From an optimization exercise on the open Yosys and OpenROAD flow, aimed at small area and a short achievable clock period; shortcuts taken in it are not production practice.
The RTL was checked by simulation tests, not by an equivalence proof against the original design.
Power and IR drop assume default switching activity.

### design.v
module istream
#(
    parameter int          NUM_SETS = 8,
    parameter logic [31:0] INIT_PC  = 32'h8000_0000
) (
    input  logic          CLK,
    input  logic          nRST,
    input  logic          enq_valid,
    input  logic [127:0]  enq_chunks,
    input  logic [7:0]    enq_valid_mask,
    input  logic [27:0]   enq_after_pc28,
    output logic          stall_enq,
    output logic          deq_valid,
    output logic [3:0]    deq_way_valid,
    output logic [3:0]    deq_way_uncompressed,
    output logic [63:0]   deq_way_lower,
    output logic [63:0]   deq_way_upper,
    output logic [127:0]  deq_way_pc,
    input  logic          stall_deq,
    input  logic          restart,
    input  logic [31:0]   restart_pc
);
    logic [127:0] chunks_e [4];
    logic [127:0] chunks_o [4];
    logic [27:0]  after_e  [4];
    logic [27:0]  after_o  [4];
    logic [7:0]   mask_e   [4];
    logic [7:0]   mask_o   [4];
    logic [2:0]   head_ptr;
    logic [2:0]   enq_ptr;
    logic [3:0]   count;
    logic [27:0]  head_pc28;
    logic [15:0]  wv;            
    logic [15:0]  wu;            
    function automatic logic [7:0] unc8(input logic [127:0] c);
        for (int i = 0; i < 8; i++) unc8[i] = c[16*i] & c[16*i+1];
    endfunction
    logic [2:0]   h2_ptr, h3_ptr;
    logic [255:0] win;
    logic [27:0]  after0, after1;
    logic [7:0]   mask2, mask3, unc2, unc3;
    assign h2_ptr = head_ptr + 3'd2;
    assign h3_ptr = head_ptr + 3'd3;
    logic [1:0]   row_e, row_o, row2, row3;
    logic [127:0] rd_e, rd_o;
    logic [27:0]  ra_e, ra_o;
    assign row_o = head_ptr[2:1];
    assign row_e = head_ptr[2:1] + {1'b0, head_ptr[0]};
    assign rd_e = chunks_e[row_e];
    assign rd_o = chunks_o[row_o];
    assign ra_e = after_e[row_e];
    assign ra_o = after_o[row_o];
    assign win    = head_ptr[0] ? {rd_e, rd_o} : {rd_o, rd_e};
    assign after0 = head_ptr[0] ? ra_o : ra_e;
    assign after1 = head_ptr[0] ? ra_e : ra_o;
    assign row2 = h2_ptr[2:1];
    assign row3 = h3_ptr[2:1];
    assign mask2 = h2_ptr[0] ? mask_o[row2] : mask_e[row2];
    assign mask3 = h3_ptr[0] ? mask_o[row3] : mask_e[row3];
    assign unc2  = unc8(h2_ptr[0] ? chunks_o[row2] : chunks_e[row2]);
    assign unc3  = unc8(h3_ptr[0] ? chunks_o[row3] : chunks_e[row3]);
    logic [15:0] g, p, m;
    always_comb begin
        logic [15:0] f0, f1, n0, n1;
        g = wv & wu;
        f0 = g;
        f1 = '0;
        for (int d = 1; d < 16; d = d * 2) begin
            n0 = f0;
            n1 = f1;
            for (int i = d; i < 16; i++) begin
                n0[i] = f0[i-d] ? f1[i] : f0[i];
                n1[i] = f1[i-d] ? f1[i] : f0[i];
            end
            f0 = n0;
            f1 = n1;
        end
        p = f0;
        m[0] = wv[0];
        for (int i = 1; i < 16; i++) m[i] = wv[i] & ~p[i-1];
    end
    logic [79:0] ge;             
    logic [95:0] eb;             
    logic [79:0] t1, t2, t3, t4;
    function automatic logic [79:0] therm_step(input logic [79:0] t, input int d);
        logic [5:0] a, b;
        therm_step = t;
        for (int i = d; i < 16; i++) begin
            a = {t[5*(i-d) +: 5], 1'b1};
            b = {t[5*i +: 5], 1'b1};
            for (int k = 1; k <= 5; k++) begin
                therm_step[5*i+k-1] = 1'b0;
                for (int j = 0; j <= k; j++)
                    therm_step[5*i+k-1] = therm_step[5*i+k-1] | (a[j] & b[k-j]);
            end
        end
    endfunction
    always_comb begin
        for (int i = 0; i < 16; i++) ge[5*i +: 5] = {4'd0, m[i]};
    end
    assign t1 = therm_step(ge, 1);
    assign t2 = therm_step(t1, 2);
    assign t3 = therm_step(t2, 4);
    assign t4 = therm_step(t3, 8);
    always_comb begin
        eb[5:0] = 6'b000001;
        for (int i = 1; i < 16; i++) eb[6*i +: 6] = {t4[5*(i-1) +: 5], 1'b1};
    end
    logic [15:0] sel [5];        
    logic [15:0] lsel [4];       
    logic [15:0] gsel [4];       
    logic [15:0] usel [4];       
    logic [15:0] hva, ok;
    logic [3:0]  hole;
    logic [15:0] ack;
    always_comb begin
        hva[15] = 1'b0;
        for (int i = 14; i >= 0; i--) hva[i] = hva[i+1] | wv[i+1];
        ok = ~wu | hva;
        for (int w = 0; w < 5; w++)
            for (int i = 0; i < 16; i++)
                sel[w][i] = m[i] & eb[6*i+w] & ~eb[6*i+w+1];
        ack = '0;
        for (int w = 0; w < 4; w++) begin
            lsel[w] = sel[w] & ok;
            gsel[w] = lsel[w] & wu;
            hole[w] = |(gsel[w] & ~{1'b0, wv[15:1]});
            usel[w] = ({gsel[w][14:0], 1'b0} & wv) | (hole[w] ? sel[w+1] : 16'd0);
            ack = ack | lsel[w] | usel[w];
        end
    end
    always_comb begin
        for (int w = 0; w < 4; w++) begin
            logic [15:0] lo, up;
            logic [27:0] pc28;
            logic [2:0]  idx;
            lo = '0;
            up = '0;
            idx = '0;
            for (int i = 0; i < 16; i++) begin
                lo = lo | (lsel[w][i] ? win[16*i +: 16] : 16'd0);
                up = up | (usel[w][i] ? win[16*i +: 16] : 16'd0);
                idx = idx | (lsel[w][i] ? 3'(i) : 3'd0);
            end
            pc28 = ((|lsel[w][7:0]) ? head_pc28 : 28'd0) | ((|lsel[w][15:8]) ? after0 : 28'd0);
            deq_way_valid[w]        = |lsel[w];
            deq_way_uncompressed[w] = |gsel[w];
            deq_way_lower[16*w +: 16] = lo;
            deq_way_upper[16*w +: 16] = up;
            deq_way_pc[32*w +: 32]    = {pc28, idx, 1'b0};
        end
    end
    assign deq_valid = deq_way_valid[0];
    logic       full, enq_fire;
    logic [7:0] cv0, cv1, q0, q1, q2, q3;
    logic [7:0] eu;
    logic [7:0] r0, r1, r2, r3;
    logic       done0, done1, pop1, pop2;
    logic [15:0] next_wv, next_wu;
    assign full = count[3];
    assign stall_enq = full;
    assign enq_fire = enq_valid & ~full;
    assign eu = unc8(enq_chunks);
    always_comb begin
        cv0 = wv[7:0]  & ~ack[7:0];
        cv1 = wv[15:8] & ~ack[15:8];
        done0 = (|wv[7:0])  & ~(|cv0);
        done1 = (|wv[15:8]) & ~(|cv1);
        pop2 = ~stall_deq & done0 & done1;
        pop1 = ~stall_deq & done0 & ~done1;
        if (stall_deq) begin
            cv0 = wv[7:0];
            cv1 = wv[15:8];
        end
        q0 = cv0 | ((enq_fire && count == 4'd0) ? enq_valid_mask : 8'd0);
        q1 = cv1 | ((enq_fire && count == 4'd1) ? enq_valid_mask : 8'd0);
        q2 = (count > 4'd2) ? mask2 : ((enq_fire && count == 4'd2) ? enq_valid_mask : 8'd0);
        q3 = (count > 4'd3) ? mask3 : ((enq_fire && count == 4'd3) ? enq_valid_mask : 8'd0);
        r0 = (count == 4'd0) ? eu : wu[7:0];
        r1 = (count == 4'd1) ? eu : wu[15:8];
        r2 = (count == 4'd2) ? eu : unc2;
        r3 = (count == 4'd3) ? eu : unc3;
        if (pop2) begin
            next_wv = {q3, q2};
            next_wu = {r3, r2};
        end else if (pop1) begin
            next_wv = {q2, q1};
            next_wu = {r2, r1};
        end else begin
            next_wv = {q1, q0};
            next_wu = {r1, r0};
        end
    end
    always_ff @(posedge CLK) begin
        if (enq_fire && !enq_ptr[0]) begin
            chunks_e[enq_ptr[2:1]] <= enq_chunks;
            after_e[enq_ptr[2:1]]  <= enq_after_pc28;
            mask_e[enq_ptr[2:1]]   <= enq_valid_mask;
        end
        if (enq_fire && enq_ptr[0]) begin
            chunks_o[enq_ptr[2:1]] <= enq_chunks;
            after_o[enq_ptr[2:1]]  <= enq_after_pc28;
            mask_o[enq_ptr[2:1]]   <= enq_valid_mask;
        end
        wu <= next_wu;
    end
    always_ff @(posedge CLK or negedge nRST) begin
        if (!nRST) begin
            head_ptr  <= '0;
            enq_ptr   <= '0;
            count     <= '0;
            head_pc28 <= INIT_PC[31:4];
            wv        <= '0;
        end else if (restart) begin
            head_ptr  <= '0;
            enq_ptr   <= '0;
            count     <= '0;
            head_pc28 <= restart_pc[31:4];
            wv        <= '0;
        end else begin
            head_ptr  <= head_ptr + {1'b0, pop2, pop1};
            enq_ptr   <= enq_ptr + {2'd0, enq_fire};
            count     <= count - {2'd0, pop2, pop1} + {3'd0, enq_fire};
            head_pc28 <= pop2 ? after1 : (pop1 ? after0 : head_pc28);
            wv        <= next_wv;
        end
    end
endmodule
### run.sh
#!/bin/bash
# synth_recipe.tcl (not shown) runs the flow's synth.tcl, then flattens the netlist and writes it again
# the make line also repeats each setting of config.mk as NAME=value (left out here)
make -C /OpenROAD-flow-scripts/flow DESIGN_CONFIG=/design/flow/config.mk WORK_HOME=/design/flow/orfs CLKGATE_MAP_FILE= SYNTH_SCRIPT=/design/flow/synth_recipe.tcl finish
### config.mk
export PLATFORM = sky130hd
export DESIGN_NAME = istream
export DESIGN_NICKNAME = istream
export VERILOG_FILES = /design/flow/design.v
export SDC_FILE = /design/flow/constraint.sdc
export NUM_CORES = 4
export LEC_CHECK = 0
export CAP_MARGIN = 30
export CORE_MARGIN = 2
export CORE_UTILIZATION = 25
export SETUP_SLACK_MARGIN = 5
export SLEW_MARGIN = 30
### constraint.sdc
create_clock -name core_clock -period 16.0 [get_ports {CLK}]
set_input_delay 3.2000 -clock core_clock [delete_from_list [all_inputs] [get_ports {CLK}]]
set_output_delay 3.2000 -clock core_clock [all_outputs]
set_load 0.01 [all_outputs]
==> impl_summary.txt <==
----------------------------------------------------
[Outcome]
  Status ... finished clean

[Cells and area]
  Commonest non-fill, non-tap cells in the layout ... 1,320 x sky130_fd_sc_hd__edfxtp_1, 535 x sky130_fd_sc_hd__nand2_1, 484 x sky130_fd_sc_hd__o22ai_1
  Share of layout cells above drive strength 1 ... 16.77%
  Net count, final ... 6,642
  Area growth syn-to-layout ... 21.65%
  Most common library cell in the layout ignoring fill and taps ... sky130_fd_sc_hd__edfxtp_1

[Critical path]
  Maximum cell stage delay along the critical path ... 0.81 ns
  Max stage delay cell, worst path ... sky130_fd_sc_hd__nor2_1
  Critical path startpoint ... wv[3]$_DFF_PN0_
  Crit-path cells ... buf_4 > nor2_1 > nand3_1 > nor2_1 > a211oi_1 > a211oi_1 > o211ai_1 > a221oi_1 > nand3_2 > o211ai_1 > nor2b_4 > buf_4 > o22ai_1 > nor4_1 > o2111ai_2 > clkdlybuf4s50_1
  Worst path arrival time ... 7.91 ns
  Path type of the worst setup path ... flop to output port
  Bufs and invs on worst path ... 3
  Peak fanout along the critical path ... 29
  Critical path's top delay family ... simple AND/OR/NAND/NOR gates
  RR Startpoint ... wv[3]$_DFF_PN0_
  Critical path data required time ... 12.80 ns
  Worst setup EP type ... output port
  Type of origin of the critical path ... flop

[STA]
  Sum Neg Setup Slack ... 0 ns
  Period utilisation layout ... 69.45%
  Crit path time final ... 11.11 ns
  Slew HR ... 22.54%
  Number of endpoints with negative hold slack in the final report ... 0
  Total count of max-transition violations in the final report ... 0
  RSZ-0062 raised after global routing ... yes
  Worst path setup slack after routing ... 4.888 ns
  Max frequency ... 0.08999 GHz
  Setup violation total in the final timing report ... 0
  Clock skew after layout ... 0.07332 ns
  Measured slew at the worst slew-check pin ... 1.162 ns

[Min path]
  Start point of the worst min-delay path ... enq_ptr[0]$_DFF_PN0_
  Hold Crit Class ... flop to flop

[Power]
  Fraction of power consumed by sequential logic ... 25.0%
  Maximum vdd ir drop ... 0.0002426 V
  Combinational share of power ... 55.4%
  Internal Power ... 0.009374 W
  Static Leakage ... 28.85 nW
  Net switching power of the design ... 0.008192 W
  Part of the power in the clock network ... 19.6%
  P per Cell Area ... 194.2 mW/mm^2
  Fraction of power spent switching nets ... 46.64%

[Logic synthesis]
  Post-Syn Area ... 0.07436 sq mm
  Distinct cell type count of the synthesized netlist ... 126
  Sequential fraction of the synthesis area ... 55.34%
  Main flop type after synthesis ... sky130_fd_sc_hd__edfxtp_1
  Area contributors post-synth ... sky130_fd_sc_hd__edfxtp_1 53%, sky130_fd_sc_hd__mux4_2 11%, sky130_fd_sc_hd__o22ai_1 4.1%
  Instance count of the mapped netlist ... 5,982
  Area share of the largest cell type after synthesis ... 53.31%
  Library cell occupying the most area in the post-synthesis netlist ... sky130_fd_sc_hd__edfxtp_1
  Synth async-reset ratio ... 3.907%
  Average footprint of a synthesized cell ... 12.43 sq um
  Seq cells post-synth ... 1,382
  Yosys synthesis warning count ... 5
  Number of flops mapped to enable cells by yosys ... 1,320

[Floorplanning]
  Core area ... 0.2963 sq mm
  Overall die area ... 0.3018 sq mm
  Row count ... 200
  Initial Util ... 25.10%
  Die span in x ... 549.4 um
  Die Ht ... 549.4 um
  Number of top-level design ports ... 467

[Global route]
  Met2 usage ... 36.31%
  Total routing usage reported by global routing ... 24.61%
  Sum of overflow across all layers after global routing ... 0
  Met1 global-route usage ... 30.09%
  Global-route wire length before repair ... 518.8 mm
  Vias in the first global route ... 60,820
  Met3 track demand over resource in global routing ... 8.781%
  Most utilized layer in the global route result ... met2
  Maximum number of pins on one net before global-route repair ... 109
  Antenna violations before repair ... 68

[Clock tree]
  Clock H-tree levels ... 4
  Largest buffer count on any clock path ... 4
  Skew-Pair Late Insertion Delay ... 0.86 ns
  Clock sink count ... 1,382
  CTS tree ... done
  Clock transition at path regs ... 0.06 ns
  Root buffer selected by CTS ... sky130_fd_sc_hd__clkbuf_16
  Hold buffer count at cts ... 0
  TritonCTS Buffers ... 152

[Route]
  Vias after detailed routing ... 64,580
  Final ANT Viol Nets ... 0
  Routed wire length per instance ... 36.70 um
  DR DRC count ... 0
  Detailed-routing iteration count for the pre-antenna-repair pass ... 14
  Final WL ... 385.3 mm
  Via/cell ratio ... 6.151
  DRC violation total after the first TritonRoute iteration ... 10,970

[Flow run]
  Total of max-cap violations ... 0

[Place]
  Final HPWL from detailed placement ... 257.4 mm
  Final weighted congestion of routability-driven global placement ... 1.016
  Post-Place Setup Slack ... 4.721 ns
  Number of I/O port buffers ... 458

----------------------------------------------------
tightest hold or removal path, delay by kind of cell (launching register included):
family                   cells  cell delay, ns
flip-flops                   1            0.38
AND/OR/NAND/NOR              1            0.03
buffers and inverters        1            0.06
adder cells (fa/ha/maj)      1            0.12
cell usage after synthesis (88+ instances only):
master	number
sky130_fd_sc_hd__nand2_1	550
sky130_fd_sc_hd__inv_1	98
sky130_fd_sc_hd__mux4_2	352
sky130_fd_sc_hd__o211ai_1	89
sky130_fd_sc_hd__buf_1	88
sky130_fd_sc_hd__a21oi_1	242
sky130_fd_sc_hd__nand3_1	128
sky130_fd_sc_hd__clkbuf_1	292
sky130_fd_sc_hd__o22ai_1	485
sky130_fd_sc_hd__nor2_1	390
sky130_fd_sc_hd__nor3_1	150
sky130_fd_sc_hd__mux2i_1	269
sky130_fd_sc_hd__o221ai_1	162
sky130_fd_sc_hd__edfxtp_1	1320
sky130_fd_sc_hd__o21ai_0	305
area by class of cell:
class | count | area, sq um
multi-input cells | 4044 | 31930
fillers | 29700 | 205800
flip-flops and latches | 1382 | 41160
diodes | 29 | 72.57
inverters | 103 | 397.9
repair buffers | 743 | 7173
well taps | 3939 | 4928
clock inverters | 80 | 829.5
clock buffers | 179 | 3968
cell families (layout without fill, tap and decap cells):
group           count (synthesis)  count (layout)  synth area share, %
compound gates               1806            1806                16.70
simple gates                 1577            1578                10.04
xor+xnor                       10              10               0.1430
other cells                     1              33             0.005043
buf+inv                       560            1105                3.068
flops                        1382            1382                55.34
mux                           625             625                14.35
fa+ha+maj                      21              21               0.3534
final timing paths:
kind,depth (start not counted),slack [ns],to
setup reg to reg,25,7.53,count[3]$_DFF_PN0_
setup / recovery,16,4.89,deq_way_upper[18]
hold / removal,3,0.62,enq_ptr[0]$_DFF_PN0_
hold reg to reg,3,0.62,enq_ptr[0]$_DFF_PN0_
max in group asynchronous,2,13.17,head_ptr[1]$_DFF_PN0_
min in group asynchronous,1,2.23,head_pc28[22]$_DFFE_PN0P_
power by group through the flow:
stage / Clock (W) / Sequential (W) / Combinational (W)
after global routing: 0.00363 / 0.00440 / 0.00994
after global placement: 0 / 0.00445 / 0.00923
after detailed placement: 0 / 0.00446 / 0.00927
after CTS: 0.00350 / 0.00439 / 0.00935
final: 0.00345 / 0.00439 / 0.00973
after floorplan: 0 / 0.00442 / 0.00478
per-layer routing:
layer  part of all wire, %  wire (um)  up-vias
met1                    37     142100    32640
met4                   8.4      32440       48
met2                    43     164600     5097
li1                      -          -    25390
met3                    12      45500     1406
met5                  0.16        624        -
per-stage QoR:
step	util, %	cells	hold slack [ns]	area (sq um)	total power [W]
floorplan	-	5985	0.5282	74380	0.009202
global placement	28.51	10170	0.6199	84480	0.01368
detailed placement	28.60	10180	0.6114	84750	0.01374
CTS	30.32	10450	0.6214	89840	0.01724
global route	30.51	10480	0.6592	90400	0.01797
finish	30.53	10500	0.6175	90460	0.01757
state kept, by name, indices dropped and copies added, names as in the netlist:
register   flops
after_e      112
after_o      112
chunks_o     512
mask_e        32
wu            16
head_pc28     28
chunks_e     512
mask_o        32
head_ptr       3
wv            16
enq_ptr        3
count          4
what timing repair did:
action,CTS,global route
cloned,1,0
buffers inserted,9,17
resized for setup,35,23
setup endpoints to repair,86,50
endpoints found under the hold margin,0,0
pin swaps,3,4

[separate check: timing with driven ports]
How much do the figures lean on ideal ports? The routed layout below was timed once more, with nothing changed but the port constraints.
Step 1 (the two cells are an assumption about what drives the block):
set clk [get_ports {CLK}]
set_driving_cell -lib_cell sky130_fd_sc_hd__clkbuf_16 $clk
set_driving_cell -lib_cell sky130_fd_sc_hd__buf_2 [delete_from_list [all_inputs] $clk]
Step 2 times the ports against the registers' clock, not the clock port: input delays grow and output delays shrink by t, the midpoint of the rising clock arrivals with the driver on.
Three values: ideal, step 1, step 2; two values: the first two.
t (ns): 0.929
setup WS [ns]: 4.888 / 4.785 / 5.714
hold WS [ns]: 0.618 / 0.618 / 0.618
After both steps this run still meets setup and hold. The setup slack of this run moves by -0.103 ns with the drivers and by +0.826 ns with both steps.
